This design comes from an exercise in tuning for small area and a short achievable clock period on the open sky130 flow, not from production work.
Function was not checked in any run shown here: the RTL went through the layout flow alone.
Power is estimated from default activity; no workload was simulated.

<file path="flow/flow/run.sh">
#!/bin/bash
set -euo pipefail
export BUFFER_PORTS_ARGS="-buffer_cell sky130_fd_sc_hd__buf_2"
export SETUP_SLACK_MARGIN=5.5
bash standard.sh > standard.log 2>&1
</file>
<file path="flow/standard.sh">
#!/bin/bash
# synth_recipe.tcl (not shown) runs the flow's synth.tcl, then flattens the netlist and writes it again
# the make line also repeats each setting of config.mk as NAME=value (left out here)
make -C /OpenROAD-flow-scripts/flow DESIGN_CONFIG=/design/flow/config.mk WORK_HOME=/design/flow/orfs CLKGATE_MAP_FILE= SYNTH_SCRIPT=/design/flow/synth_recipe.tcl "${@:-finish}"
</file>
<file path="flow/config.mk">
export PLATFORM = sky130hd
export DESIGN_NAME = osiris_id_ex
export DESIGN_NICKNAME = osiris_id_ex
export VERILOG_FILES = /design/flow/design.v
export SDC_FILE = /design/flow/constraint.sdc
export NUM_CORES = 4
export LEC_CHECK = 0
export CAP_MARGIN = 20
export CORE_MARGIN = 2
export CORE_UTILIZATION = 40
export SLEW_MARGIN = 20
</file>
<file path="flow/constraint.sdc">
create_clock -name core_clock -period 8.5 [get_ports {i_clk}]
set_input_delay 1.7000 -clock core_clock [delete_from_list [all_inputs] [get_ports {i_clk}]]
set_output_delay 1.7000 -clock core_clock [all_outputs]
set_load 0.01 [all_outputs]
</file>
<file path="flow/design.v">
package osiris_pkg;
    localparam int XLEN_DEF = 32;
    localparam logic [4:0] OPC_LOAD     = 5'b00000;
    localparam logic [4:0] OPC_MISC_MEM = 5'b00011;
    localparam logic [4:0] OPC_OP_IMM   = 5'b00100;
    localparam logic [4:0] OPC_AUIPC    = 5'b00101;
    localparam logic [4:0] OPC_STORE    = 5'b01000;
    localparam logic [4:0] OPC_OP       = 5'b01100;
    localparam logic [4:0] OPC_LUI      = 5'b01101;
    localparam logic [4:0] OPC_BRANCH   = 5'b11000;
    localparam logic [4:0] OPC_JALR     = 5'b11001;
    localparam logic [4:0] OPC_JAL      = 5'b11011;
endpackage
module if_id_reg #(
    parameter int CW = 16
) (
    input  logic          i_clk,
    input  logic          i_rst_n,
    input  logic          i_flush,
    input  logic          i_valid,
    input  logic [CW-1:0] i_ctrl,
    input  logic [4:0]    i_rd,
    input  logic [31:0]   i_a,
    input  logic [31:0]   i_b,
    input  logic [31:0]   i_pc,
    input  logic [31:0]   i_rs2,
    output logic          o_valid,
    output logic [CW-1:0] o_ctrl,
    output logic [4:0]    o_rd,
    output logic [31:0]   o_a,
    output logic [31:0]   o_b,
    output logic [31:0]   o_pc,
    output logic [31:0]   o_rs2
);
    always_ff @(posedge i_clk or negedge i_rst_n) begin
        if (!i_rst_n) o_valid <= 1'b0;
        else          o_valid <= i_valid & ~i_flush;
    end
    always_ff @(posedge i_clk) begin
        o_ctrl <= i_ctrl;
        o_rd   <= i_rd;
        o_a    <= i_a;
        o_b    <= i_b;
        o_pc   <= i_pc;
        o_rs2  <= i_rs2;
    end
endmodule
module op_decoder (
    input  logic [4:0] i_op,
    input  logic [2:0] i_funct_3,
    input  logic       i_funct_7_5,
    output logic       o_a_pc,      
    output logic       o_a_rs1,     
    output logic       o_a_rev,     
    output logic       o_b_rs2,     
    output logic       o_imm_i,
    output logic       o_imm_s,
    output logic       o_imm_b,
    output logic       o_imm_u,
    output logic       o_imm_j,
    output logic [2:0] o_fn,        
    output logic       o_sub,
    output logic       o_sra,
    output logic       o_jalr,
    output logic       o_jump,
    output logic       o_branch,
    output logic       o_reg_write,
    output logic       o_load,
    output logic       o_store,
    output logic       o_fence
);
    logic load, store, op_imm, op, lui, auipc, branch, jal, jalr, fence, alu;
    assign load   = (i_op == osiris_pkg::OPC_LOAD);
    assign store  = (i_op == osiris_pkg::OPC_STORE);
    assign op_imm = (i_op == osiris_pkg::OPC_OP_IMM);
    assign op     = (i_op == osiris_pkg::OPC_OP);
    assign lui    = (i_op == osiris_pkg::OPC_LUI);
    assign auipc  = (i_op == osiris_pkg::OPC_AUIPC);
    assign branch = (i_op == osiris_pkg::OPC_BRANCH);
    assign jal    = (i_op == osiris_pkg::OPC_JAL);
    assign jalr   = (i_op == osiris_pkg::OPC_JALR);
    assign fence  = (i_op == osiris_pkg::OPC_MISC_MEM);
    assign alu    = op | op_imm;
    assign o_a_pc      = auipc | jal | branch;
    assign o_a_rev     = alu & (i_funct_3 == 3'b001);
    assign o_a_rs1     = ~(auipc | jal | branch | lui) & ~o_a_rev;
    assign o_b_rs2     = op;
    assign o_imm_s     = store;
    assign o_imm_b     = branch;
    assign o_imm_u     = lui | auipc;
    assign o_imm_j     = jal;
    assign o_imm_i     = ~(store | branch | lui | auipc | jal);
    assign o_fn        = alu ? i_funct_3 : 3'b000;
    assign o_sub       = (op & i_funct_7_5 & (i_funct_3 == 3'b000)) |
                         (alu & (i_funct_3[2:1] == 2'b01));
    assign o_sra       = i_funct_7_5;
    assign o_jalr      = jalr;
    assign o_jump      = jal | jalr;
    assign o_branch    = branch;
    assign o_reg_write = load | op_imm | op | lui | auipc | jal | jalr;
    assign o_load      = load;
    assign o_store     = store;
    assign o_fence     = fence;
endmodule
module alu_decoder (
    input  logic [31:0] i_rs1,
    input  logic [31:0] i_rs2,
    input  logic [31:0] i_pc,
    input  logic [31:0] i_imm,
    input  logic        i_a_pc,
    input  logic        i_a_rs1,
    input  logic        i_a_rev,
    input  logic        i_b_rs2,
    input  logic        i_sub,
    output logic [31:0] o_a,
    output logic [31:0] o_b
);
    logic [31:0] rs1_rev;
    for (genvar i = 0; i < 32; i++) begin : g_rev
        assign rs1_rev[i] = i_rs1[31-i];
    end
    assign o_a = ({32{i_a_pc}} & i_pc) | ({32{i_a_rs1}} & i_rs1) |
                 ({32{i_a_rev}} & rs1_rev);
    assign o_b = (i_b_rs2 ? i_rs2 : i_imm) ^ {32{i_sub}};
endmodule
module control_unit (
    input  logic [31:0] i_rs1,
    input  logic [31:0] i_rs2,
    input  logic [2:0]  i_funct_3,
    input  logic        i_branch,
    input  logic        i_jump,
    output logic        o_redirect,
    input  logic        i_go,
    input  logic        i_reg_write,
    input  logic        i_load,
    input  logic        i_store,
    input  logic        i_fence,
    input  logic        i_jump_id,
    input  logic        i_redirect_id,
    output logic        o_reg_write,
    output logic        o_mem_write,
    output logic [1:0]  o_result_src,
    output logic        o_fence,
    output logic        o_pc_src
);
    logic [31:0] lt_t [6];
    logic [31:0] eq_t [6];
    logic        top_eq, eq, lt, ltu, taken;
    always_comb begin
        for (int i = 0; i < 32; i++) begin
            eq_t[0][i] = (i < 31) ? ~(i_rs1[i] ^ i_rs2[i]) : 1'b1;
            lt_t[0][i] = (i < 31) ? (~i_rs1[i] & i_rs2[i]) : 1'b0;
        end
        for (int k = 1; k < 6; k++) begin
            for (int i = 0; i < 32; i++) begin
                if (i < (32 >> k)) begin
                    eq_t[k][i] = eq_t[k-1][2*i+1] & eq_t[k-1][2*i];
                    lt_t[k][i] = lt_t[k-1][2*i+1] | (eq_t[k-1][2*i+1] & lt_t[k-1][2*i]);
                end else begin
                    eq_t[k][i] = 1'b0;
                    lt_t[k][i] = 1'b0;
                end
            end
        end
    end
    assign top_eq = ~(i_rs1[31] ^ i_rs2[31]);
    assign eq     = top_eq & eq_t[5][0];
    assign ltu    = (~i_rs1[31] & i_rs2[31]) | (top_eq & lt_t[5][0]);
    assign lt     = (i_rs1[31] & ~i_rs2[31]) | (top_eq & lt_t[5][0]);
    assign taken = i_funct_3[2] ? ((i_funct_3[1] ? ltu : lt) ^ i_funct_3[0])
                                : (eq ^ (~i_funct_3[1] & i_funct_3[0]));
    assign o_redirect = i_jump | (i_branch & taken);
    assign o_reg_write  = i_go & i_reg_write;
    assign o_mem_write  = i_go & i_store;
    assign o_result_src = {i_go & i_jump_id, i_go & i_load};
    assign o_fence      = i_go & i_fence;
    assign o_pc_src     = i_go & i_redirect_id;
endmodule
module imm_extend (
    input  logic [31:7] i_instr,
    input  logic        i_imm_i,
    input  logic        i_imm_s,
    input  logic        i_imm_b,
    input  logic        i_imm_u,
    input  logic        i_imm_j,
    output logic [31:0] o_imm
);
    logic [31:0] imm_i, imm_s, imm_b, imm_u, imm_j;
    assign imm_i = {{20{i_instr[31]}}, i_instr[31:20]};
    assign imm_s = {{20{i_instr[31]}}, i_instr[31:25], i_instr[11:7]};
    assign imm_b = {{20{i_instr[31]}}, i_instr[7], i_instr[30:25], i_instr[11:8], 1'b0};
    assign imm_u = {i_instr[31:12], 12'b0};
    assign imm_j = {{12{i_instr[31]}}, i_instr[19:12], i_instr[20], i_instr[30:21], 1'b0};
    assign o_imm = ({32{i_imm_i}} & imm_i) | ({32{i_imm_s}} & imm_s) |
                   ({32{i_imm_b}} & imm_b) | ({32{i_imm_u}} & imm_u) |
                   ({32{i_imm_j}} & imm_j);
endmodule
module id_ex_reg (
    input  logic        i_clk,
    input  logic        i_valid,
    input  logic        i_reg_write,
    input  logic        i_mem_write,
    input  logic [1:0]  i_result_src,
    input  logic        i_fence,
    input  logic        i_pc_src,
    input  logic [31:0] i_result,
    input  logic [31:0] i_pc_plus4,
    input  logic [31:0] i_store_data,
    input  logic [4:0]  i_rd,
    output logic        o_valid,
    output logic        o_reg_write,
    output logic        o_mem_write,
    output logic [1:0]  o_result_src,
    output logic        o_fence,
    output logic        o_pc_src,
    output logic [31:0] o_result,
    output logic [31:0] o_pc_plus4,
    output logic [31:0] o_store_data,
    output logic [4:0]  o_rd
);
    always_ff @(posedge i_clk) begin
        o_valid      <= i_valid;
        o_reg_write  <= i_reg_write;
        o_mem_write  <= i_mem_write;
        o_result_src <= i_result_src;
        o_fence      <= i_fence;
        o_pc_src     <= i_pc_src;
        o_result     <= i_result;
        o_pc_plus4   <= i_pc_plus4;
        o_store_data <= i_store_data;
        o_rd         <= i_rd;
    end
endmodule
module ex_stage (
    input  logic [31:0] i_a,
    input  logic [31:0] i_b,        
    input  logic [2:0]  i_fn,
    input  logic        i_sub,
    input  logic        i_sra,
    input  logic        i_clr0,
    input  logic [31:0] i_pc,
    output logic [31:0] o_result,
    output logic [31:0] o_pc_plus4
);
    logic [32:0] sum;
    logic        lt_s, lt_u;
    logic [31:0] sh_out, sh_rev;
    logic [32:0] sh_ext;
    assign sum  = {1'b0, i_a} + {1'b0, i_b} + {32'd0, i_sub};
    assign lt_u = ~sum[32];
    assign lt_s = (i_a[31] == i_b[31]) ? i_a[31] : sum[31];
    assign sh_ext = $signed({i_sra & i_fn[2] & i_a[31], i_a}) >>> i_b[4:0];
    assign sh_out = sh_ext[31:0];
    for (genvar i = 0; i < 32; i++) begin : g_rev
        assign sh_rev[i] = sh_out[31-i];
    end
    always_comb begin
        case (i_fn)
            3'b000:  o_result = {sum[31:1], sum[0] & ~i_clr0};
            3'b001:  o_result = sh_rev;
            3'b010:  o_result = {31'd0, lt_s};
            3'b011:  o_result = {31'd0, lt_u};
            3'b100:  o_result = i_a ^ i_b;
            3'b101:  o_result = sh_out;
            3'b110:  o_result = i_a | i_b;
            default: o_result = i_a & i_b;
        endcase
    end
    logic [31:2] inc_c;
    assign inc_c[2] = 1'b1;
    for (genvar i = 3; i < 32; i++) begin : g_inc
        assign inc_c[i] = &i_pc[i-1:2];
    end
    assign o_pc_plus4 = {i_pc[31:2] ^ inc_c, i_pc[1:0]};
endmodule
module osiris_id_ex #(
    parameter int XLEN = osiris_pkg::XLEN_DEF
) (
    input  logic            i_clk,
    input  logic            i_rst_n,
    input  logic            i_valid,
    input  logic [31:0]     i_instr,
    input  logic [XLEN-1:0] i_pc,
    input  logic [XLEN-1:0] i_rs1_data,
    input  logic [XLEN-1:0] i_rs2_data,
    output logic            o_ex_valid,
    output logic [XLEN-1:0] o_ex_alu_result,
    output logic [XLEN-1:0] o_ex_pc_plus4,
    output logic [XLEN-1:0] o_ex_store_data,
    output logic [4:0]      o_ex_rd,
    output logic            o_ex_reg_write,
    output logic            o_ex_mem_write,
    output logic [1:0]      o_ex_result_src,
    output logic            o_ex_fence,
    output logic            o_pc_src,
    output logic [XLEN-1:0] o_pc_target
);
    logic       a_pc, a_rs1, a_rev, b_rs2;
    logic       imm_i, imm_s, imm_b, imm_u, imm_j;
    logic [2:0] fn_if;
    logic       sub_if, sra_if, jalr_if, jump_if, branch_if;
    logic       reg_write_if, load_if, store_if, fence_if, redirect_if;
    op_decoder u_op_decoder (
        .i_op        (i_instr[6:2]),
        .i_funct_3   (i_instr[14:12]),
        .i_funct_7_5 (i_instr[30]),
        .o_a_pc      (a_pc),
        .o_a_rs1     (a_rs1),
        .o_a_rev     (a_rev),
        .o_b_rs2     (b_rs2),
        .o_imm_i     (imm_i),
        .o_imm_s     (imm_s),
        .o_imm_b     (imm_b),
        .o_imm_u     (imm_u),
        .o_imm_j     (imm_j),
        .o_fn        (fn_if),
        .o_sub       (sub_if),
        .o_sra       (sra_if),
        .o_jalr      (jalr_if),
        .o_jump      (jump_if),
        .o_branch    (branch_if),
        .o_reg_write (reg_write_if),
        .o_load      (load_if),
        .o_store     (store_if),
        .o_fence     (fence_if)
    );
    logic [31:0] imm;
    imm_extend u_imm_extend (
        .i_instr (i_instr[31:7]),
        .i_imm_i (imm_i),
        .i_imm_s (imm_s),
        .i_imm_b (imm_b),
        .i_imm_u (imm_u),
        .i_imm_j (imm_j),
        .o_imm   (imm)
    );
    logic [31:0] a_if, b_if;
    alu_decoder u_alu_decoder (
        .i_rs1   (i_rs1_data),
        .i_rs2   (i_rs2_data),
        .i_pc    (i_pc),
        .i_imm   (imm),
        .i_a_pc  (a_pc),
        .i_a_rs1 (a_rs1),
        .i_a_rev (a_rev),
        .i_b_rs2 (b_rs2),
        .i_sub   (sub_if),
        .o_a     (a_if),
        .o_b     (b_if)
    );
    localparam int CW = 12;
    logic          v_id, go, pc_src_ex;
    logic [CW-1:0] ctrl_id;
    logic [4:0]    rd_id;
    logic [31:0]   a_id, b_id, pc_id, rs2_id;
    if_id_reg #(.CW(CW)) u_if_id_reg (
        .i_clk   (i_clk),
        .i_rst_n (i_rst_n),
        .i_flush (pc_src_ex),
        .i_valid (i_valid),
        .i_ctrl  ({redirect_if, fence_if, store_if, load_if, reg_write_if,
                   jump_if, jalr_if, sra_if, sub_if, fn_if}),
        .i_rd    (i_instr[11:7]),
        .i_a     (a_if),
        .i_b     (b_if),
        .i_pc    (i_pc),
        .i_rs2   (i_rs2_data),
        .o_valid (v_id),
        .o_ctrl  (ctrl_id),
        .o_rd    (rd_id),
        .o_a     (a_id),
        .o_b     (b_id),
        .o_pc    (pc_id),
        .o_rs2   (rs2_id)
    );
    logic [31:0] result, pc_plus4;
    ex_stage u_ex_stage (
        .i_a        (a_id),
        .i_b        (b_id),
        .i_fn       (ctrl_id[2:0]),
        .i_sub      (ctrl_id[3]),
        .i_sra      (ctrl_id[4]),
        .i_clr0     (ctrl_id[5]),
        .i_pc       (pc_id),
        .o_result   (result),
        .o_pc_plus4 (pc_plus4)
    );
    logic       reg_write, mem_write, fence, pc_src;
    logic [1:0] result_src;
    assign go = v_id & ~pc_src_ex;
    control_unit u_control_unit (
        .i_rs1         (i_rs1_data),
        .i_rs2         (i_rs2_data),
        .i_funct_3     (i_instr[14:12]),
        .i_branch      (branch_if),
        .i_jump        (jump_if),
        .o_redirect    (redirect_if),
        .i_go          (go),
        .i_reg_write   (ctrl_id[7]),
        .i_load        (ctrl_id[8]),
        .i_store       (ctrl_id[9]),
        .i_fence       (ctrl_id[10]),
        .i_jump_id     (ctrl_id[6]),
        .i_redirect_id (ctrl_id[11]),
        .o_reg_write   (reg_write),
        .o_mem_write   (mem_write),
        .o_result_src  (result_src),
        .o_fence       (fence),
        .o_pc_src      (pc_src)
    );
    logic [31:0] result_ex;
    id_ex_reg u_id_ex_reg (
        .i_clk        (i_clk),
        .i_valid      (go),
        .i_reg_write  (reg_write),
        .i_mem_write  (mem_write),
        .i_result_src (result_src),
        .i_fence      (fence),
        .i_pc_src     (pc_src),
        .i_result     (result),
        .i_pc_plus4   (pc_plus4),
        .i_store_data (rs2_id),
        .i_rd         (rd_id),
        .o_valid      (o_ex_valid),
        .o_reg_write  (o_ex_reg_write),
        .o_mem_write  (o_ex_mem_write),
        .o_result_src (o_ex_result_src),
        .o_fence      (o_ex_fence),
        .o_pc_src     (pc_src_ex),
        .o_result     (result_ex),
        .o_pc_plus4   (o_ex_pc_plus4),
        .o_store_data (o_ex_store_data),
        .o_rd         (o_ex_rd)
    );
    assign o_pc_src        = pc_src_ex;
    assign o_ex_alu_result = result_ex;
    assign o_pc_target     = result_ex;
endmodule
</file>
==> flow_summary.yaml, run 1 <==
die:
  die_h_microns: 191.1
  start_util_pct: 40.55
  die-area_sq_um: 36530
  ioPinCount: 271
  placementRows: 68
  core_sq_um: 34540
  die_x_microns: 191.1
clock_network:
  htreeDepth: 1
  cts_tree: "yes"
  postCtsHoldBufs: 0
  cts.clk_slew.worst_paths_ns: 0.06
  cts_made_buffers: 29
  cts_root_buf: "clkbuf_16"
  clockBufferDepth: 3
  clkSinkCount: 254
  clock_latency_ns: 0.58
route:
  vias_per_cell: 5.736
  drc: 0
  via_count: 13280
  wire_per_inst_microns: 23.35
  drt-initial-drc-count: 1251
  ant_nets: 0
  finalWirelength_microns: 54060
  firstDrtPassIters: 6
final_layout:
  final_cells: 2315
  final_common_cell: "buf_2"
  layout_common_cells: "buf_2, dfxtp_1, nand2_1, a21oi_1, nor2_1"
  final_util_pct: 51.10
  final_nets: 2070
  fillers: 3347
  area_growth_pct: 26.04
  drive_above_1_share_pct: 28.31
grt:
  global_route.usage.met3_pct: 5.985
  grt_max_degree: 45
  top_usage_layer: "met2"
  grt_pass1_wl_microns: 79340
  grt_pass1_vias: 12760
  grt_overflow: 0
  antenna_found_initial: 5
  grt_use_met2_pct: 46.14
  track_usage_pct: 28.93
  use_met1_pct: 37.43
worst_setup_path:
  start_kind: "primary input"
  path_max_fanout: 3
  path_class: "primary input to flop"
  cp-end-kind: "flop"
  worstPathArrival_ns: 3.51
  cp.required_ns: 8.93
timing:
  finalSetupViolCount: 0
  period_share_pct: 36.21
  finalHoldViolations: 0
  slew_headroom_pct: 38.67
  fin_skew_ns: 0.02443
  tns_ns: 0
  fmax_mhz: 324.9
  slew_viol_final: 0
  post-route-min-period_ns: 3.078
  worstMarginPinSlew_ns: 0.9165
  rsz0062_at_grt: "true"
logic_synthesis:
  synth_nets: 1848
  yosysWarningCount: 6
  synth-main-ff-cell: "dfxtp_1"
  netlist_instances: 1613
  async_reset_ff_share_pct: 0.3937
  ys_ff_latch: 254
  ys_seq_area_share_pct: 36.34
  ys_types: 84
  syn_area_sq_um: 14010
  syn_area_per_cell_sq_um: 8.683
  synth_edf_count: 0
place:
  io_buffers: 268
  place_inst: 2227
  gp_congestion: 0.9664
  dpl.hpwl_microns: 39990
power:
  p_leak_nw: 8.042
  irDropWorstVdd_uv: 168.5
  power_density_nw_per_um2: 211.7
run:
  drv_cap: 0
run_status:
  outcome: "timing/DRC/antenna clean"
worst_hold_path:
  worstHoldPathType: "flop to flop"
power by group:
group | leakage, nW | internal [mW] | switching (mW) | total, mW
logic | 5.44 | 0.472 | 0.653 | 1.13
registers | 2.14 | 1.31 | 0.0887 | 1.40
clock network | 0.460 | 0.704 | 0.507 | 1.21
area by class of cell:
| class | count | area (sq um) | share of cell area [%] |
|---|---|---|---|
| Clock buffer | 40 | 817.0 | 4.628 |
| Inverter | 118 | 479.2 | 2.715 |
| Sequential cell | 254 | 5116 | 28.98 |
| Timing Repair Buffer | 316 | 2102 | 11.91 |
| Tap cell | 455 | 569.3 | 3.225 |
| Clock inverter | 14 | 117.6 | 0.6662 |
| Antenna cell | 2 | 5.005 | 0.02835 |
| Multi-Input combinational cell | 1116 | 8447 | 47.85 |
repair_timing:
item	in CTS	in global routing
buffers inserted	14	11
gates cloned	4	3
setup endpoints to repair	61	62
pin swaps	27	22
gates resized for setup	114	69
cells by family (layout without fill, tap and decap cells):
group,after synthesis,count (layout),share of synthesized area [%]
adder cells (fa/ha/maj),104,104,9.398
AO/OA/AOI/OAI,451,451,20.73
other,0,2,0
buffers and inverters,243,488,7.870
XOR/XNOR,69,69,4.315
AND/OR/NAND/NOR,432,432,13.97
flip-flops,254,254,36.34
multiplexers,60,60,7.379
synth_stat cells (10+ instances only):
cell type | instances | area [sq um]
and2_1 | 14 | 87.58
buf_4 | 33 | 247.7
o21ai_0 | 83 | 415.4
xnor2_1 | 31 | 271.5
nor2b_1 | 11 | 68.82
buf_2 | 22 | 110.1
o22ai_1 | 10 | 62.56
nor2_1 | 97 | 364.1
nand3_1 | 29 | 145.1
nand4_1 | 16 | 100.1
mux2i_1 | 20 | 200.2
nand2_1 | 197 | 739.5
a31oi_1 | 17 | 106.4
a22oi_1 | 38 | 285.3
nor3_1 | 15 | 75.07
mux4_2 | 26 | 585.6
inv_1 | 113 | 424.2
dfxtp_1 | 253 | 5065
xor2_1 | 38 | 332.8
and3_1 | 20 | 125.1
a21o_1 | 23 | 172.7
o211ai_1 | 24 | 180.2
a211oi_1 | 10 | 75.07
a21oi_1 | 146 | 730.7
ha_1 | 102 | 1276
clkbuf_1 | 61 | 229.0
flip-flops by register name, indices dropped and copies added (netlist names):
| name | count |
|---|---|
| u_if_id_reg.o_valid | 1 |
| u_id_ex_reg.o_store_data | 32 |
| u_id_ex_reg.o_pc_plus4 | 32 |
| u_id_ex_reg.o_pc_src | 1 |
| u_if_id_reg.o_pc | 32 |
| u_if_id_reg.o_b | 32 |
| u_if_id_reg.o_rd | 5 |
| u_id_ex_reg.o_mem_write | 1 |
| u_id_ex_reg.o_rd | 5 |
| u_if_id_reg.o_a | 32 |
| u_id_ex_reg.o_result_src | 2 |
| u_if_id_reg.o_rs2 | 32 |
| u_id_ex_reg.o_valid | 1 |
| u_id_ex_reg.o_reg_write | 1 |
| u_if_id_reg.o_ctrl | 12 |
| u_id_ex_reg.o_fence | 1 |
| u_id_ex_reg.o_result | 32 |
final timing paths:
| check | from | endpoint | slack [ns] | depth (start not counted) |
|---|---|---|---|---|
| setup / recovery | i_rs2_data[21] | u_if_id_reg.o_ctrl[11] | 5.42 | 10 |
| hold / removal | u_if_id_reg.o_rs2[31] | u_id_ex_reg.o_store_data[31] | 0.32 | 0 |
| setup reg to reg | u_if_id_reg.o_ctrl[2] | u_id_ex_reg.o_result[29] | 5.55 | 8 |
| hold reg to reg | u_if_id_reg.o_rs2[31] | u_id_ex_reg.o_store_data[31] | 0.32 | 0 |
| max in group asynchronous | i_rst_n | u_if_id_reg.o_valid | 7.52 | 1 |
| min in group asynchronous | i_rst_n | u_if_id_reg.o_valid | 0.90 | 1 |
per-layer routing:
metal / share of wire, % / up-vias / routed length [microns]
met2: 45 / 697 / 24480
met5: 0.070 / - / 38
met1: 41 / 6319 / 21990
met4: 4.9 / 6 / 2626
met3: 9.1 / 141 / 4927
li1: - / 6116 / -
metrics by stage:
| stage | area (sq um) | setup WS (ns) | hold WS [ns] | total power, mW |
|---|---|---|---|---|
| final | 17650 | 5.422 | 0.3197 | 3.738 |
| after global routing | 17650 | 5.330 | 0.3165 | 3.918 |
| after CTS | 17200 | 5.500 | 0.3219 | 3.702 |
| after detailed placement | 15550 | 4.503 | 0.3121 | 2.420 |
| after global placement | 15550 | 4.562 | 0.3102 | 2.411 |
| after floorplan | 14270 | 5.201 | 0.3096 | 2.100 |
critical path, cell delays in order:
cell	delay (ns)
buf_2	0.15
ha_1	0.30
a21o_1	0.18
nand3_1	0.11
a21oi_2	0.07
a2111oi_2	0.30
o21ai_1	0.17
a21oi_2	0.23
o211a_1	0.21
o31ai_4	0.07
==> run 2: changes to the inputs <==
==> flow/flow/run.sh (replaced) <==
#!/bin/bash
set -euo pipefail
export BUFFER_PORTS_ARGS="-buffer_cell sky130_fd_sc_hd__buf_2"
export SETUP_SLACK_MARGIN=5.8
bash standard.sh > standard.log 2>&1
==> run 2 against run 1 <==
Clock skew decreased by 0.0062 ns. Via count increased by 2.8%. Area after synthesis unchanged.
==> flow_summary.yaml, run 2 <==
run_status:
  outcome: "timing/DRC/antenna clean"
run:
  drv_cap: 0
timing:
  fin_skew_ns: 0.01826
  setup_ws_ns: 5.416
  post-route-min-period_ns: 3.084
  period_share_pct: 36.28
  worstMarginPinSlew_ns: 0.9511
  fmax_mhz: 324.3
  finalHoldViolations: 0
  slew_headroom_pct: 36.36
  tns_ns: 0
  slew_viol_final: 0
  finalSetupViolCount: 0
  timing.hold.ws_ns: 0.3236
  rsz0062_at_grt: "true"
grt:
  track_usage_pct: 30.42
  grt_pass1_vias: 13230
  grt_pass1_wl_microns: 82750
  grt_max_degree: 45
  antenna_found_initial: 2
  grt_overflow: 0
die:
  core_sq_um: 34540
  start_util_pct: 40.55
  die-area_sq_um: 36530
  die_x_microns: 191.1
  die_h_microns: 191.1
  placementRows: 68
  ioPinCount: 271
worst_setup_path:
  slowest_delay_ns: 0.33
  crit_path_cell_trace: "buf_2, inv_1, ha_1, nand4_1, nor3_4, a31oi_4, a21o_1, a211oi_2, o32ai_2, o31ai_4"
  cp_slowest_cell: "ha_1"
  cp.required_ns: 8.99
  cp-end-kind: "flop"
  worst-r2r-cell-count: 12
  start_kind: "primary input"
  path_max_fanout: 4
  path_class: "primary input to flop"
  worstPathArrival_ns: 3.58
route:
  via_count: 13650
  ant_nets: 0
  drt-initial-drc-count: 1322
  vias_per_cell: 5.766
  firstDrtPassIters: 6
  wire_per_inst_microns: 24.25
  finalWirelength_microns: 57390
  drc: 0
logic_synthesis:
  ys_top_cells_by_count: "dfxtp_1, nand2_1, a21oi_1"
  syn_area_sq_um: 14010
  yosys-top-cells-area: "dfxtp_1, ha_1, nand2_1, a21oi_1, mux4_2"
  synth_nets: 1848
  yosysWarningCount: 6
  netlist_instances: 1613
  synth_edf_count: 0
  ys_ff_latch: 254
  synth_most_common_cell: "dfxtp_1"
  synth-main-ff-cell: "dfxtp_1"
  syn_area_per_cell_sq_um: 8.683
  yosysTopAreaCell: "dfxtp_1"
  ys_types: 84
  yosysTopAreaCellShare_pct: 36.16
  async_reset_ff_share_pct: 0.3937
  ys_seq_area_share_pct: 36.34
clock_network:
  clkSinkCount: 254
  cts.clk_slew.worst_paths_ns: 0.06
  postCtsHoldBufs: 0
  cts_root_buf: "clkbuf_16"
  clock_latency_ns: 0.59
  cts_tree: "yes"
  clockBufferDepth: 3
  cts_made_buffers: 29
  htreeDepth: 1
final_layout:
  design_area_sq_um: 19770
  final_nets: 2123
  area_growth_pct: 41.16
  final_common_cell: "nand2_1"
  drive_above_1_share_pct: 40.29
  final_util_pct: 57.23
  final_cells: 2367
  layout_common_cells: "nand2_1, dfxtp_1, buf_6, buf_2, a21oi_1"
power:
  finalPower_mw: 4.177
  p_int_mw: 2.812
  switching_share_pct: 32.67
  combPwrFrac_pct: 32.8
  irDropWorstVdd_uv: 183.6
  power_density_nw_per_um2: 211.3
  pwr-share-clk_pct: 32.6
  p_leak_nw: 8.764
  power_switching_mw: 1.365
  power_frac_seq_pct: 34.6
worst_hold_path:
  holdPathStages: 0
  worstHoldPathType: "flop to flop"
place:
  gp_congestion: 0.9662
  place_area_sq_um: 15670
  post-place-ws_ns: 4.531
  place_inst: 2226
  dpl.hpwl_microns: 40380
  io_buffers: 268
## run 2: critical path: cells and delay by family
family / cells / cell delay (ns)
AO/OA/AOI/OAI: 5 / 0.87
buffers and inverters: 2 / 0.20
adder cells (fa/ha/maj): 1 / 0.33
AND/OR/NAND/NOR: 2 / 0.46
## run 2: layout make-up
cell class	count	area, sq um
clock inverters	19	269.0
repair buffers	366	3393
clock buffers	35	778.2
flip-flops and latches	254	5251
well taps	455	569.3
fillers	3047	14770
multi-input cells	1119	9025
diodes	1	2.502
inverters	118	481.7
## run 2: layer usage
layer / share of wire [%] / vias up / routed length [microns] / global-route usage [%]
li1: - / 6237 / - / -
met1: 40 / 6544 / 22910 / 38.39
met2: 46 / 692 / 26480 / 49.79
met3: 9.0 / 172 / 5141 / 6.444
met4: 5.0 / 2 / 2848 / 13.91
met5: 0.023 / - / 13 / 0
## run 2: final timing paths
kind	endpoint	startpoint	slack (ns)
max in group asynchronous	u_if_id_reg.o_valid	i_rst_n	7.54
setup reg to reg	u_id_ex_reg.o_result[28]	u_if_id_reg.o_b[0]	5.72
setup / recovery	u_if_id_reg.o_ctrl[11]	i_rs1_data[27]	5.42
min in group asynchronous	u_if_id_reg.o_valid	i_rst_n	0.87
hold reg to reg	u_id_ex_reg.o_store_data[7]	u_if_id_reg.o_rs2[7]	0.32
hold / removal	u_id_ex_reg.o_store_data[7]	u_if_id_reg.o_rs2[7]	0.32
## run 2: power groups by stage
| stage | clock network, mW | registers [mW] | logic [mW] |
|---|---|---|---|
| floorplan | 0 | 1.43 | 0.679 |
| global placement | 0 | 1.42 | 1.00 |
| detailed placement | 0 | 1.42 | 1.00 |
| CTS | 1.38 | 1.44 | 1.24 |
| global route | 1.43 | 1.46 | 1.46 |
| finish | 1.36 | 1.45 | 1.37 |
## run 2: repair_timing
item / in CTS / in global routing
cloned: 10 / 3
resized for setup: 329 / 203
buffers inserted: 37 / 36
endpoints found under the setup margin: 231 / 219
pin swaps: 42 / 42
## run 2: kinds of logic (layout without fill, tap and decap cells)
logic type | Yosys count | count (layout) | synth area share, %
and+or+nand+nor | 432 | 435 | 13.97
DFF | 254 | 254 | 36.34
muxes | 60 | 60 | 7.379
buffers and inverters | 243 | 538 | 7.870
other | 0 | 1 | 0
xor gates and xnor gates | 69 | 69 | 4.315
adders and majority gates | 104 | 104 | 9.398
AOI/OAI and AO/OA | 451 | 451 | 20.73
==> run 3: changes to the inputs <==
==> flow/run.sh (new file) <==
#!/bin/bash
# synth_recipe.tcl (not shown) runs the flow's synth.tcl, then flattens the netlist and writes it again
# the make line also repeats each setting of config.mk as NAME=value (left out here)
make -C /OpenROAD-flow-scripts/flow DESIGN_CONFIG=/design/flow/config.mk WORK_HOME=/design/flow/orfs CLKGATE_MAP_FILE= SYNTH_SCRIPT=/design/flow/synth_recipe.tcl finish
--- a/flow/config.mk
+++ b/flow/config.mk
@@ -9,3 +9,4 @@
 export CORE_MARGIN = 2
 export CORE_UTILIZATION = 40
+export SETUP_SLACK_MARGIN = 5
 export SLEW_MARGIN = 20
removed: flow/flow/run.sh
removed: flow/standard.sh
==> run 3 against run 2 <==
Cell count fell by 3.0%. Via count fell by 4.6%. Maximum frequency fell by 11%. Final area fell by 8.4%. Still clean on timing, DRC and antenna. Critical endpoint unchanged. Routed wire length fell by 6.5%. Synthesized cell count did not move. Utilization fell by 4.8 points. Sequential power fell by 3%. Worst hold slack got worse by 0.0025 ns.
==> flow_summary.yaml, run 3 <==
worst_setup_path:
  path_max_fanout: 3
  critical-path-top-delay-family: "compound AO/OA/AOI/OAI gates"
  worst-r2r-cell-count: 11
  r2r_start: "u_if_id_reg.o_b[2]"
  worstPathArrival_ns: 3.91
  cp.required_ns: 8.95
  reg2reg_to: "u_id_ex_reg.o_result[19]"
  cp-end-kind: "flop"
  slowest_delay_ns: 0.58
  cp.buffers_inverters: 1
  start_kind: "primary input"
  r2r_slack_ns: 5.15
  cp_slowest_cell: "clkdlybuf4s50_1"
  crit_path_cell_trace: "clkdlybuf4s50_1, ha_1, nand2_1, o21ai_0, a221o_1, a211oi_2, o21ai_1, a21oi_2, o211a_1, o31ai_2"
  path_class: "primary input to flop"
place:
  dpl.hpwl_microns: 41880
  io_buffers: 268
  gp_congestion: 0.9635
  place_inst: 2227
logic_synthesis:
  yosysTopAreaCellShare_pct: 36.16
  synth_nets: 1848
  synth_most_common_cell: "dfxtp_1"
  yosys-top-cells-area: "dfxtp_1, ha_1, nand2_1, a21oi_1, mux4_2"
  netlist_instances: 1613
  yosysTopAreaCell: "dfxtp_1"
  ys_seq_area_share_pct: 36.34
  synth-main-ff-cell: "dfxtp_1"
  ys_types: 84
  ys_ff_latch: 254
  synth_edf_count: 0
  async_reset_ff_share_pct: 0.3937
  syn_area_sq_um: 14010
  yosysWarningCount: 6
  ys_top_cells_by_count: "dfxtp_1, nand2_1, a21oi_1"
  syn_area_per_cell_sq_um: 8.683
route:
  finalWirelength_microns: 53690
  firstDrtPassIters: 6
  wire_per_inst_microns: 23.39
  vias_per_cell: 5.672
  drt-initial-drc-count: 1185
  drc: 0
  via_count: 13020
  ant_nets: 0
die:
  ioPinCount: 271
  placementRows: 68
  die-area_sq_um: 36530
  die_h_microns: 191.1
  start_util_pct: 40.55
  die_x_microns: 191.1
  core_sq_um: 34540
final_layout:
  drive_above_1_share_pct: 8.987
  area_growth_pct: 29.27
  fillers: 3240
  final_common_cell: "dfxtp_1"
  layout_common_cells: "dfxtp_1, clkdlybuf4s50_1, nand2_1, a21oi_1, inv_1"
  final_nets: 2049
  final_cells: 2295
clock_network:
  cts_root_buf: "clkbuf_16"
  htreeDepth: 1
  cts.clk_slew.worst_paths_ns: 0.06
  clock_latency_ns: 0.57
  cts_tree: "yes"
  clkSinkCount: 254
  clockBufferDepth: 3
  postCtsHoldBufs: 0
  cts_made_buffers: 30
run_status:
  outcome: "timing/DRC/antenna clean"
grt:
  grt_max_degree: 51
  grt_pass1_wl_microns: 79740
  grt_overflow: 0
  antenna_found_initial: 5
  track_usage_pct: 29.16
  grt_pass1_vias: 12630
timing:
  rsz0062_at_grt: "true"
  finalSetupViolCount: 0
  post-route-min-period_ns: 3.465
  finalHoldViolations: 0
  period_share_pct: 40.76
  tns_ns: 0
  fin_skew_ns: 0.01127
  worstMarginPinSlew_ns: 1.018
  slew_viol_final: 0
  fmax_mhz: 288.6
  slew_headroom_pct: 31.94
power:
  power_frac_seq_pct: 36.0
  power_density_nw_per_um2: 214.9
  combPwrFrac_pct: 30.3
  power_switching_mw: 1.238
  p_leak_nw: 7.945
  pwr-share-clk_pct: 33.7
  irDropWorstVdd_uv: 164.3
  p_int_mw: 2.654
  switching_share_pct: 31.81
worst_hold_path:
  min_from: "u_if_id_reg.o_rs2[29]"
  min_to: "u_id_ex_reg.o_store_data[29]"
  worstHoldPathType: "flop to flop"
  holdPathStages: 0
run:
  drv_cap: 0
[run 3: worst max path at each step]
stage	from	end	slack, ns	depth (start not counted)
final	i_rs2_data[2]	u_if_id_reg.o_ctrl[11]	5.04	10
after global placement	i_instr[5]	u_if_id_reg.o_b[0]	4.16	9
after detailed placement	i_instr[5]	u_if_id_reg.o_b[0]	4.09	9
after floorplan	i_instr[6]	u_if_id_reg.o_a[10]	5.10	9
after global routing	u_if_id_reg.o_b[0]	u_id_ex_reg.o_result[16]	4.96	12
after CTS	u_if_id_reg.o_b[0]	u_id_ex_reg.o_result[16]	4.92	12
[run 3: layer usage]
layer / global-route usage (%) / vias to the layer above / wire length (microns)
met2: 46.82 / 616 / 24310
met1: 38.05 / 6181 / 22690
met5: 0 / - / 11
li1: - / 6090 / -
met3: 5.673 / 129 / 4130
met4: 12.78 / 2 / 2551
[run 3: final cells by class]
| type | instances | area (sq um) | share of cell area, % |
|---|---|---|---|
| multi-input cells | 1116 | 8028 | 44.34 |
| flip-flops and latches | 254 | 5092 | 28.13 |
| repair buffers | 294 | 2927 | 16.16 |
| clock buffers | 40 | 838.3 | 4.630 |
| well taps | 455 | 569.3 | 3.144 |
| inverters | 118 | 451.7 | 2.495 |
| clock inverters | 14 | 190.2 | 1.050 |
| diodes | 4 | 10.01 | 0.05528 |
[run 3: logic make-up (layout without fill, tap and decap cells)]
group,after synthesis,count (layout),synth area share [%]
AO/OA/AOI/OAI,451,451,20.73
XOR/XNOR,69,69,4.315
adder cells (fa/ha/maj),104,104,9.398
buffers and inverters,243,466,7.870
flip-flops,254,254,36.34
multiplexers,60,60,7.379
other,0,4,0
AND/OR/NAND/NOR,432,432,13.97
[run 3: stage by stage]
step	area (sq um)	hold WS [ns]	utilization [%]	power [mW]	worst slack (ns)
floorplan	14010	0.3096	-	2.089	5.099
global placement	16740	0.3105	48.47	2.563	4.160
detailed placement	16740	0.3121	48.47	2.569	4.091
CTS	17870	0.3244	51.74	3.890	4.916
global route	18100	0.3303	52.39	4.067	4.959
finish	18110	0.3211	52.42	3.892	5.035
[run 3: what timing repair did]
item	4_1_cts	5_1_grt
resized for setup	51	44
gates cloned	0	0
pin swaps	8	7
setup buffers	4	6
setup endpoints to repair	52	65
[run 3: power groups by stage]
stage	combinational (mW)	sequential (mW)	clock, mW
after CTS	1.15	1.40	1.34
after detailed placement	1.14	1.43	0
after floorplan	0.659	1.43	0
final	1.18	1.40	1.31
after global routing	1.27	1.41	1.39
after global placement	1.14	1.42	0
==> run 4: changes to the inputs <==
==> flow/flow/run.sh (new file) <==
#!/bin/bash
set -euo pipefail
export BUFFER_PORTS_ARGS="-buffer_cell sky130_fd_sc_hd__buf_1"
export SETUP_SLACK_MARGIN=5.5
bash standard.sh > standard.log 2>&1
==> flow/standard.sh (new file) <==
#!/bin/bash
# synth_recipe.tcl (not shown) runs the flow's synth.tcl, then flattens the netlist and writes it again
# the make line also repeats each setting of config.mk as NAME=value (left out here)
make -C /OpenROAD-flow-scripts/flow DESIGN_CONFIG=/design/flow/config.mk WORK_HOME=/design/flow/orfs CLKGATE_MAP_FILE= SYNTH_SCRIPT=/design/flow/synth_recipe.tcl "${@:-finish}"
--- a/flow/config.mk
+++ b/flow/config.mk
@@ -9,4 +9,4 @@
 export CORE_MARGIN = 2
 export CORE_UTILIZATION = 40
-export SETUP_SLACK_MARGIN = 5
+export CTS_BUF_LIST = sky130_fd_sc_hd__clkbuf_4 sky130_fd_sc_hd__clkbuf_8
 export SLEW_MARGIN = 20
removed: flow/run.sh
==> run 4 against run 3 <==
Cell count grew 1.4%. Die area unchanged. Synthesized cell count is the same. Worst hold slack worse by 0.0059 ns. Critical path type unchanged. Critical endpoint unchanged. Largest cell class unchanged. Largest power group unchanged. Highest routed layer unchanged.
==> flow_summary.yaml, run 4 <==
run_status:
  outcome: "timing/DRC/antenna clean"
worst_setup_path:
  r2r_slack_ns: 5.48
  worstPathArrival_ns: 3.57
  cp.required_ns: 9.00
  cp_slowest_cell: "ha_1"
  r2r_start: "u_if_id_reg.o_a[0]"
  start_kind: "primary input"
  cp-end-kind: "flop"
  slowest_delay_ns: 0.34
  path_class: "primary input to flop"
  reg2reg_to: "u_id_ex_reg.o_result[28]"
  crit_path_cell_trace: "buf_1, inv_1, ha_1, nand4_1, nor3_4, a31oi_4, a21o_1, a211oi_2, o32ai_2, o31ai_4"
  worst-r2r-cell-count: 11
  path_max_fanout: 4
die:
  die-area_sq_um: 36530
  placementRows: 68
  ioPinCount: 271
  start_util_pct: 40.55
  core_sq_um: 34540
  die_h_microns: 191.1
  die_x_microns: 191.1
logic_synthesis:
  yosysTopAreaCellShare_pct: 36.16
  ys_ff_latch: 254
  syn_area_sq_um: 14010
  async_reset_ff_share_pct: 0.3937
  netlist_instances: 1613
  yosysWarningCount: 6
  yosysTopAreaCell: "dfxtp_1"
  synth_edf_count: 0
  ys_top_cells_by_count: "dfxtp_1, nand2_1, a21oi_1"
  ys_seq_area_share_pct: 36.34
  synth_most_common_cell: "dfxtp_1"
  synth-main-ff-cell: "dfxtp_1"
  synth_nets: 1848
  syn_area_per_cell_sq_um: 8.683
  yosys-top-cells-area: "dfxtp_1, ha_1, nand2_1, a21oi_1, mux4_2"
  ys_types: 84
route:
  finalWirelength_microns: 53480
  via_count: 13260
  wire_per_inst_microns: 22.98
  vias_per_cell: 5.698
  firstDrtPassIters: 7
  drt-initial-drc-count: 1261
  ant_nets: 0
  drc: 0
worst_hold_path:
  holdPathStages: 0
  min_from: "u_if_id_reg.o_rs2[15]"
  worstHoldPathType: "flop to flop"
  min_to: "u_id_ex_reg.o_store_data[15]"
timing:
  post-route-min-period_ns: 3.067
  fin_skew_ns: 0.03209
  worstMarginPinSlew_ns: 0.9904
  fmax_mhz: 326.1
  timing.hold.ws_ns: 0.3152
  period_share_pct: 36.08
  slew_viol_final: 0
  rsz0062_at_grt: "true"
  tns_ns: 0
  finalSetupViolCount: 0
  finalHoldViolations: 0
  slew_headroom_pct: 33.73
final_layout:
  diodes: 0
  design_area_sq_um: 17120
  final_common_cell: "dfxtp_1"
  area_growth_pct: 22.22
  layout_common_cells: "dfxtp_1, buf_1, nand2_1, a21oi_1, inv_1"
  final_nets: 2073
  drive_above_1_share_pct: 15.33
grt:
  track_usage_pct: 28.70
  grt_pass1_vias: 12770
  grt_overflow: 0
  antenna_found_initial: 3
  grt_pass1_wl_microns: 78460
  grt_max_degree: 45
  use_met1_pct: 36.38
  grt_use_met2_pct: 46.03
  global_route.usage.met3_pct: 7.270
  top_usage_layer: "met2"
clock_network:
  cts.clk_slew.worst_paths_ns: 0.07
  htreeDepth: 2
  cts_made_buffers: 44
  clock_latency_ns: 0.63
  clockBufferDepth: 3
  clkSinkCount: 254
  cts_root_buf: "clkbuf_8"
  cts_tree: "yes"
power:
  irDropWorstVdd_uv: 208.3
  power_density_nw_per_um2: 221.6
  p_leak_nw: 7.383
run:
  drv_cap: 0
place:
  gp_congestion: 0.9732
  place_area_sq_um: 15210
  dpl.hpwl_microns: 39530
  io_buffers: 268
run 4: cell types whose count changed in the layout (fill, tap and decap cells not counted), sizes merged:
cell,previous run,this run
bufinv,3,6
buf,25,293
bufbuf,0,2
clkdlybuf4s15,1,0
clkbuf,41,72
dlymetal6s2s,15,0
clkdlybuf4s50,231,0
diode,4,0
dlygate4sd2,21,0
run 4: worst max-delay path: cells and delay by family:
kind	cells	cell delay, ns
compound gates	5	0.86
simple gates	2	0.41
buf+inv	2	0.24
fa+ha+maj	1	0.34
run 4: metrics by stage:
step | utilization (%) | setup WS [ns] | cells | power, mW
3_3_place_gp | 44.04 | 4.438 | 2227 | 2.370
4_1_cts | 48.54 | 5.467 | 2319 | 3.766
6_report | 49.55 | 5.433 | 2327 | 3.794
3_5_place_dp | 44.04 | 4.471 | 2227 | 2.379
2_1_floorplan | - | 5.201 | 1613 | 2.100
5_1_grt | 49.55 | 5.390 | 2327 | 3.978
run 4: area by class of cell:
cell class	instances	area, sq um
clock buffer	63	804.5
clock inverter	17	254.0
fill	3307	17430
inverter	118	476.7
multi-input combinational	1116	8289
sequential	254	5110
tap	455	569.3
timing repair buffer	304	1614
run 4: routing by layer:
metal	vias to the layer above	wire length, microns
li1	6129	-
met1	6255	21870
met2	717	24230
met3	153	4862
met4	6	2486
met5	-	34
run 4: timing repair:
action                     4_1_cts  5_1_grt
hold buffers                     0        0
setup buffers                   10        3
gates resized for setup        107       50
cloned                           2        5
setup endpoints to repair       79       76
pin swaps                       19       13
run 4: cell families (layout without fill, tap and decap cells):
family                     Yosys count  in the layout  synth area share (%)
xor gates and xnor gates            69             69                 4.315
muxes                               60             60                 7.379
adders and majority gates          104            104                 9.398
and+or+nand+nor                    432            432                 13.97
buffers and inverters              243            502                 7.870
DFF                                254            254                 36.34
AOI/OAI and AO/OA                  451            451                 20.73
run 4: power breakdown:
| group | internal (mW) | switching [mW] |
|---|---|---|
| Combinational | 0.412 | 0.641 |
| Clock | 0.800 | 0.533 |
| Sequential | 1.31 | 0.0951 |
| Total | 2.52 | 1.27 |
run 4: worst max-delay path by stage:
stage                        startpoint                        to  slack [ns]
floorplan                 i_rs1_data[9]    u_if_id_reg.o_ctrl[11]        5.20
global placement          i_rs1_data[9]    u_if_id_reg.o_ctrl[11]        4.44
detailed placement        i_rs1_data[9]    u_if_id_reg.o_ctrl[11]        4.47
CTS                 u_if_id_reg.o_a[20]  u_id_ex_reg.o_result[28]        5.47
global route             i_rs1_data[27]    u_if_id_reg.o_ctrl[11]        5.39
finish                   i_rs1_data[27]    u_if_id_reg.o_ctrl[11]        5.43
==> run 5: changes to the inputs <==
==> flow/flow/run.sh (replaced) <==
#!/bin/bash
set -euo pipefail
export BUFFER_PORTS_ARGS="-buffer_cell sky130_fd_sc_hd__buf_1"
export CTS_ARGS="-sink_clustering_enable -repair_clock_nets -dont_use_dummy_load -sink_clustering_size 20 -sink_clustering_max_diameter 100 -buf_list {sky130_fd_sc_hd__clkbuf_8 sky130_fd_sc_hd__clkbuf_16}"
export SETUP_SLACK_MARGIN=5.5
bash standard.sh > standard.log 2>&1
--- a/flow/config.mk
+++ b/flow/config.mk
@@ -9,4 +9,3 @@
 export CORE_MARGIN = 2
 export CORE_UTILIZATION = 40
-export CTS_BUF_LIST = sky130_fd_sc_hd__clkbuf_4 sky130_fd_sc_hd__clkbuf_8
 export SLEW_MARGIN = 20
==> run 5 against run 4 <==
Still clean on timing, DRC and antenna. Routed wire length is 1.7% lower. First-iteration DRC count did not move. Worst hold slack better by 0.011 ns. Maximum frequency decreased by 4.2%. Sequential share of layout area grew 0.99 points. Non-clock buffer count grew 3. Sequential cell count unchanged. Via count fell by 1.8%. Critical endpoint unchanged. Largest cell class unchanged.
==> flow_summary.yaml, run 5 <==
run_status:
  outcome: "timing/DRC/antenna clean"
logic_synthesis:
  synth_most_common_cell: "dfxtp_1"
  ys_seq_area_share_pct: 36.34
  yosysWarningCount: 6
  synth_top_family_by_area: "compound AO/OA/AOI/OAI gates"
  yosysTopAreaCell: "dfxtp_1"
  synth_edf_count: 0
  yosysTopAreaCellShare_pct: 36.16
  netlist_instances: 1613
  ys_types: 84
  synth-simple-area-share_pct: 13.97
  synth-main-ff-cell: "dfxtp_1"
  synth-xor-area-share_pct: 4.315
  ys_top_cells_by_count: "dfxtp_1, nand2_1, a21oi_1"
  yosys-mux-area-fraction_pct: 7.379
  synth_nets: 1848
  syn_area_per_cell_sq_um: 8.683
  ys_ff_latch: 254
  yosys-top-cells-area: "dfxtp_1, ha_1, nand2_1, a21oi_1, mux4_2"
  syn_area_sq_um: 14010
  synth-adder-area-share_pct: 9.398
  async_reset_ff_share_pct: 0.3937
  synth_compound_area_share_pct: 20.73
clock_network:
  clock_latency_ns: 0.50
  clockBufferDepth: 3
  htreeDepth: 1
  clkSinkCount: 254
  cts.clk_slew.worst_paths_ns: 0.08
  cts_made_buffers: 17
  cts_root_buf: "clkbuf_16"
  postCtsHoldBufs: 0
  cts_tree: "yes"
power:
  power_switching_mw: 1.129
  p_int_mw: 2.089
  finalPower_mw: 3.217
  combPwrFrac_pct: 33.1
  power_density_nw_per_um2: 193.9
  pwr-share-clk_pct: 23.3
  switching_share_pct: 35.08
  power_frac_seq_pct: 43.7
  irDropWorstVdd_uv: 151.6
  p_leak_nw: 7.073
route:
  ant_nets: 0
  vias_per_cell: 5.741
  finalWirelength_microns: 52590
  firstDrtPassIters: 6
  via_count: 13020
  drc: 0
  wire_per_inst_microns: 23.20
  drt-initial-drc-count: 1261
timing:
  fmax_mhz: 312.5
  finalSetupViolCount: 0
  post-route-min-period_ns: 3.201
  worstMarginPinSlew_ns: 1.001
  slew_viol_final: 0
  finalHoldViolations: 0
  tns_ns: 0
  fin_skew_ns: 0.02745
  slew_headroom_pct: 33.05
  rsz0062_at_grt: "true"
  period_share_pct: 37.65
worst_setup_path:
  cp.required_ns: 8.87
  worst-r2r-cell-count: 8
  cp-end-kind: "flop"
  path_class: "primary input to flop"
  r2r_slack_ns: 5.51
  worstPathArrival_ns: 3.58
  r2r_start: "u_if_id_reg.o_a[26]"
  start_kind: "primary input"
  path_max_fanout: 3
  reg2reg_to: "u_id_ex_reg.o_result[9]"
  critPathLaunch: "i_rs2_data[4]"
final_layout:
  final_util_pct: 48.05
  layout_common_cells: "dfxtp_1, buf_1, nand2_1, a21oi_1, inv_1"
  diodes: 0
  final_common_cell: "dfxtp_1"
  area_growth_pct: 18.50
  drive_above_1_share_pct: 13.02
  design_area_sq_um: 16600
  final_nets: 2049
worst_hold_path:
  holdPathStages: 0
  min_to: "u_id_ex_reg.o_store_data[21]"
  worstHoldPathType: "flop to flop"
  min_from: "u_if_id_reg.o_rs2[21]"
die:
  placementRows: 68
  core_sq_um: 34540
  die_h_microns: 191.1
  die-area_sq_um: 36530
  ioPinCount: 271
  start_util_pct: 40.55
  die_x_microns: 191.1
run:
  drv_cap: 0
grt:
  grt_max_degree: 45
  antenna_found_initial: 3
  grt_pass1_vias: 12540
  track_usage_pct: 28.23
  grt_pass1_wl_microns: 77780
  grt_overflow: 0
place:
  gp_congestion: 0.9732
  dpl.hpwl_microns: 39530
  place_area_sq_um: 15210
  io_buffers: 268
run 5: cell families after synthesis:
kind of cell / Yosys count
compound gates: 451
mux: 60
xor+xnor: 69
buf+inv: 243
simple gates: 432
fa+ha+maj: 104
flops: 254
run 5: through the flow:
step                      setup slack, ns  std cells  hold WS [ns]
after floorplan                     5.201       1613        0.3096
after global placement              4.438       2227        0.3104
after detailed placement            4.471       2227        0.3136
after CTS                           5.358       2260        0.3280
after global routing                5.200       2267        0.3328
final                               5.299       2267        0.3265
run 5: how the worst max path moves through the flow:
stage | end | slack, ns | cells past startpoint
floorplan | u_if_id_reg.o_ctrl[11] | 5.20 | 10
global placement | u_if_id_reg.o_ctrl[11] | 4.44 | 11
detailed placement | u_if_id_reg.o_ctrl[11] | 4.47 | 11
CTS | u_if_id_reg.o_ctrl[11] | 5.36 | 10
global route | u_if_id_reg.o_ctrl[11] | 5.20 | 11
finish | u_if_id_reg.o_ctrl[11] | 5.30 | 10
run 5: metal layers:
| metal | GRT usage (%) | part of all wire [%] | vias to the layer above |
|---|---|---|---|
| li1 | - | - | 6047 |
| met2 | 45.92 | 46 | 699 |
| met5 | 0 | 0.067 | - |
| met4 | 11.18 | 4.5 | 6 |
| met3 | 6.003 | 8.8 | 131 |
| met1 | 36.51 | 41 | 6132 |
run 5: final cells by class:
type / instances / area [sq um]
clock buffers: 17 / 425.4
well taps: 455 / 569.3
flip-flops and latches: 254 / 5119
fillers: 3376 / 17950
multi-input cells: 1116 / 8337
inverters: 118 / 476.7
repair buffers: 307 / 1670
run 5: timing repair:
item | 4_1_cts | 5_1_grt
buffers inserted | 11 | 5
resized for setup | 118 | 55
pin swaps | 21 | 12
gates cloned | 5 | 2
setup endpoints to repair | 93 | 64
endpoints found under the hold margin | 0 | 0
run 5: critical path, stage by stage:
cell	delay, ns
buf_1	0.25
ha_1	0.30
nand2_2	0.10
nor4_4	0.06
a221o_1	0.36
a211oi_2	0.16
o21ai_1	0.09
a21oi_2	0.24
o211a_1	0.23
o31ai_4	0.08
run 5: power groups by stage:
stage	sequential [mW]	clock (mW)	combinational (mW)
after floorplan	1.43	0	0.670
after global placement	1.42	0	0.948
after detailed placement	1.43	0	0.952
after CTS	1.40	0.773	1.01
after global routing	1.42	0.814	1.16
final	1.41	0.748	1.06
==> run 6: changes to the inputs <==
==> flow/flow/run.sh (replaced) <==
#!/bin/bash
set -euo pipefail
export BUFFER_PORTS_ARGS="-buffer_cell sky130_fd_sc_hd__buf_1"
export CTS_ARGS="-sink_clustering_enable -repair_clock_nets -dont_use_dummy_load -sink_clustering_size 20 -sink_clustering_max_diameter 100 -buf_list {sky130_fd_sc_hd__clkbuf_8 sky130_fd_sc_hd__clkbuf_16}"
export SETUP_SLACK_MARGIN=5.2
bash standard.sh > standard.log 2>&1
==> run 6 against run 5 <==
Still clean on timing, DRC and antenna. Combinational power decreased by 4%. Synthesized cell count unchanged. Non-clock buffer count decreased by 14. Final area is 3.2% lower. Count of clock-buffer cells in the layout stayed put. Sequential share of layout area is 0.89 points higher. Die area stayed put. Critical path type is now flop to flop.
==> flow_summary.yaml, run 6 <==
worst_hold_path:
  min_to: "u_id_ex_reg.o_store_data[20]"
  worstHoldPathType: "flop to flop"
  holdPathStages: 0
  min_from: "u_if_id_reg.o_rs2[20]"
logic_synthesis:
  ys_seq_area_share_pct: 36.34
  yosys-top-cells-area: "dfxtp_1, ha_1, nand2_1, a21oi_1, mux4_2"
  yosysWarningCount: 6
  ys_top_cells_by_count: "dfxtp_1, nand2_1, a21oi_1"
  yosysTopAreaCellShare_pct: 36.16
  synth_most_common_cell: "dfxtp_1"
  synth-main-ff-cell: "dfxtp_1"
  syn_area_sq_um: 14010
  async_reset_ff_share_pct: 0.3937
  netlist_instances: 1613
  ys_ff_latch: 254
  yosysTopAreaCell: "dfxtp_1"
  synth_edf_count: 0
  synth_nets: 1848
  syn_area_per_cell_sq_um: 8.683
  ys_types: 84
timing:
  rsz0062_at_grt: "true"
  period_share_pct: 38.44
  tns_ns: 0
  setup_ws_ns: 5.233
  post-route-min-period_ns: 3.267
  finalHoldViolations: 0
  fin_skew_ns: 0.04246
  fmax_mhz: 306.1
  slew_viol_final: 0
  worstMarginPinSlew_ns: 0.8881
  slew_headroom_pct: 40.58
  finalSetupViolCount: 0
route:
  ant_nets: 0
  via_count: 12910
  drt-initial-drc-count: 1338
  firstDrtPassIters: 8
  drc: 0
  finalWirelength_microns: 52180
  wire_per_inst_microns: 23.16
  vias_per_cell: 5.730
run_status:
  outcome: "timing/DRC/antenna clean"
worst_setup_path:
  cp-end-kind: "flop"
  slowest_delay_ns: 0.61
  start_kind: "flop"
  path_max_fanout: 6
  worstPathArrival_ns: 3.64
  worst-r2r-cell-count: 8
  critPathLaunch: "u_if_id_reg.o_a[26]"
  path_class: "flop to flop"
  crit_path_cell_trace: "inv_1, mux4_2, o21ai_0, nor2_1, o31ai_1, a22oi_1, o2bb2ai_1, a21oi_1"
  cp_slowest_cell: "dfxtp_1"
  reg2reg_to: "u_id_ex_reg.o_result[9]"
  cp.required_ns: 8.88
  r2r_slack_ns: 5.23
  r2r_start: "u_if_id_reg.o_a[26]"
clock_network:
  cts_root_buf: "clkbuf_16"
  clkSinkCount: 254
  postCtsHoldBufs: 0
  cts.clk_slew.worst_paths_ns: 0.09
  clock_latency_ns: 0.51
  cts_made_buffers: 17
  htreeDepth: 1
  clockBufferDepth: 3
  cts_tree: "yes"
final_layout:
  fillers: 3490
  drive_above_1_share_pct: 9.344
  final_common_cell: "dfxtp_1"
  area_growth_pct: 14.69
  diodes: 0
  final_nets: 2035
  multi_input_area_sq_um: 8105
  design_area_sq_um: 16060
  register_area_sq_um: 5097
  layout_common_cells: "dfxtp_1, buf_1, nand2_1, a21oi_1, inv_1"
grt:
  grt_max_degree: 51
  grt_use_met2_pct: 45.57
  grt_pass1_wl_microns: 77360
  top_usage_layer: "met2"
  antenna_found_initial: 2
  track_usage_pct: 27.98
  use_met1_pct: 37.08
  grt_pass1_vias: 12300
  global_route.usage.met3_pct: 4.278
  grt_overflow: 0
power:
  power_density_nw_per_um2: 197.9
  pwr-share-clk_pct: 24.0
  power_frac_seq_pct: 44.1
  irDropWorstVdd_uv: 200.6
  combPwrFrac_pct: 31.9
  p_int_mw: 2.053
  finalPower_mw: 3.178
  power_switching_mw: 1.126
  switching_share_pct: 35.42
  p_leak_nw: 6.848
place:
  post-place-ws_ns: 4.317
  place_area_sq_um: 15170
  dpl.hpwl_microns: 39690
  io_buffers: 268
  gp_congestion: 0.9570
die:
  die_h_microns: 191.1
  start_util_pct: 40.55
  ioPinCount: 271
  core_sq_um: 34540
  placementRows: 68
  die_x_microns: 191.1
  die-area_sq_um: 36530
run:
  drv_cap: 0
## run 6: cell counts after synthesis
No cell type changed its count.
## run 6: kinds of logic (layout without fill, tap and decap cells)
group                      after synthesis  after routing  synth area share (%)
AOI/OAI and AO/OA                      451            451                 20.73
and+or+nand+nor                        432            432                 13.97
DFF                                    254            254                 36.34
buffers and inverters                  243            428                 7.870
adders and majority gates              104            104                 9.398
xor gates and xnor gates                69             69                 4.315
muxes                                   60             60                 7.379
## run 6: repair_timing
| action | CTS | global route |
|---|---|---|
| hold endpoints to repair | 0 | 0 |
| gates resized for setup | 36 | 75 |
| gates cloned | 0 | 3 |
| endpoints found under the setup margin | 36 | 66 |
| pin swaps | 5 | 16 |
| buffers inserted | 3 | 3 |
## run 6: stage by stage
| stage | hold slack [ns] | util, % | cells |
|---|---|---|---|
| 2_1_floorplan | 0.3096 | - | 1613 |
| 5_1_grt | 0.3352 | 46.50 | 2253 |
| 6_report | 0.3292 | 46.50 | 2253 |
| 3_5_place_dp | 0.3121 | 43.92 | 2227 |
| 3_3_place_gp | 0.3107 | 43.92 | 2227 |
| 4_1_cts | 0.3302 | 45.58 | 2247 |
## run 6: final cells by class
class	instances	area share, %
multi-input cells	1116	50.46
flip-flops and latches	254	31.73
repair buffers	293	8.685
well taps	455	3.544
inverters	118	2.929
clock buffers	17	2.648
## run 6: how the worst max path moves through the flow
stage / to / slack, ns / cells after the start
after floorplan: u_if_id_reg.o_ctrl[11] / 5.20 / 10
after global placement: u_if_id_reg.o_ctrl[11] / 4.34 / 11
after detailed placement: u_if_id_reg.o_ctrl[11] / 4.32 / 11
after CTS: u_if_id_reg.o_ctrl[11] / 5.21 / 10
after global routing: u_id_ex_reg.o_result[27] / 5.12 / 11
final: u_id_ex_reg.o_result[9] / 5.23 / 8
## run 6: routing by layer
metal  up-vias  wire [microns]
met5         -              26
met2       630           24000
li1       6002               -
met3       119            4293
met1      6154           21480
met4         4            2388
## run 6: power groups by stage
stage | clock [mW] | sequential [mW] | combinational (mW)
after detailed placement | 0 | 1.43 | 0.954
after global placement | 0 | 1.42 | 0.951
after global routing | 0.823 | 1.42 | 1.11
after floorplan | 0 | 1.43 | 0.662
final | 0.762 | 1.40 | 1.02
after CTS | 0.777 | 1.40 | 0.971
## run 6: critical path, delay by kind of cell (launching register included)
family	cells	cell delay, ns
DFF	1	0.61
AOI/OAI and AO/OA	5	1.75
and+or+nand+nor	1	0.08
buffers and inverters	1	0.14
muxes	1	0.54

==> static timing again, ports no longer ideal <==
Ports are ideal in the flow. The routed layouts listed here were re-timed in OpenROAD. Step 1 sets driving cells, clkbuf_16 on the clock port and buf_2 on the other inputs (assumed; they add their load-dependent delay and slew). Step 2 also shifts input and output timing later by t, the mid clock arrival at the registers, as if the neighbouring blocks saw the same clock. Slacks: ideal ports / drivers / drivers and shift; pairs: ideal ports / drivers.
| run | t (ns) | slack for setup (ns) | worst setup path after step 2 |
|---|---|---|---|
| run 1 | 0.619 | 5.422 / 5.402 / 4.783 | input to register |
| run 2 | 0.628 | 5.416 / 5.432 / 4.804 | input to register |
| run 3 | 0.618 | 5.035 / 5.038 / 4.420 | input to register |
| run 4 | 0.662 | 5.433 / 5.440 / 4.778 | input to register |
| run 5 | 0.540 | 5.299 / 5.283 / 4.744 | input to register |
| run 6 | 0.549 | 5.233 / 5.233 / 4.713 | input to register |
After both steps setup and hold are still met in every run listed. The setup slack of run 4, which loses most, moves by +0.007 ns with the drivers and by -0.655 ns with both steps.
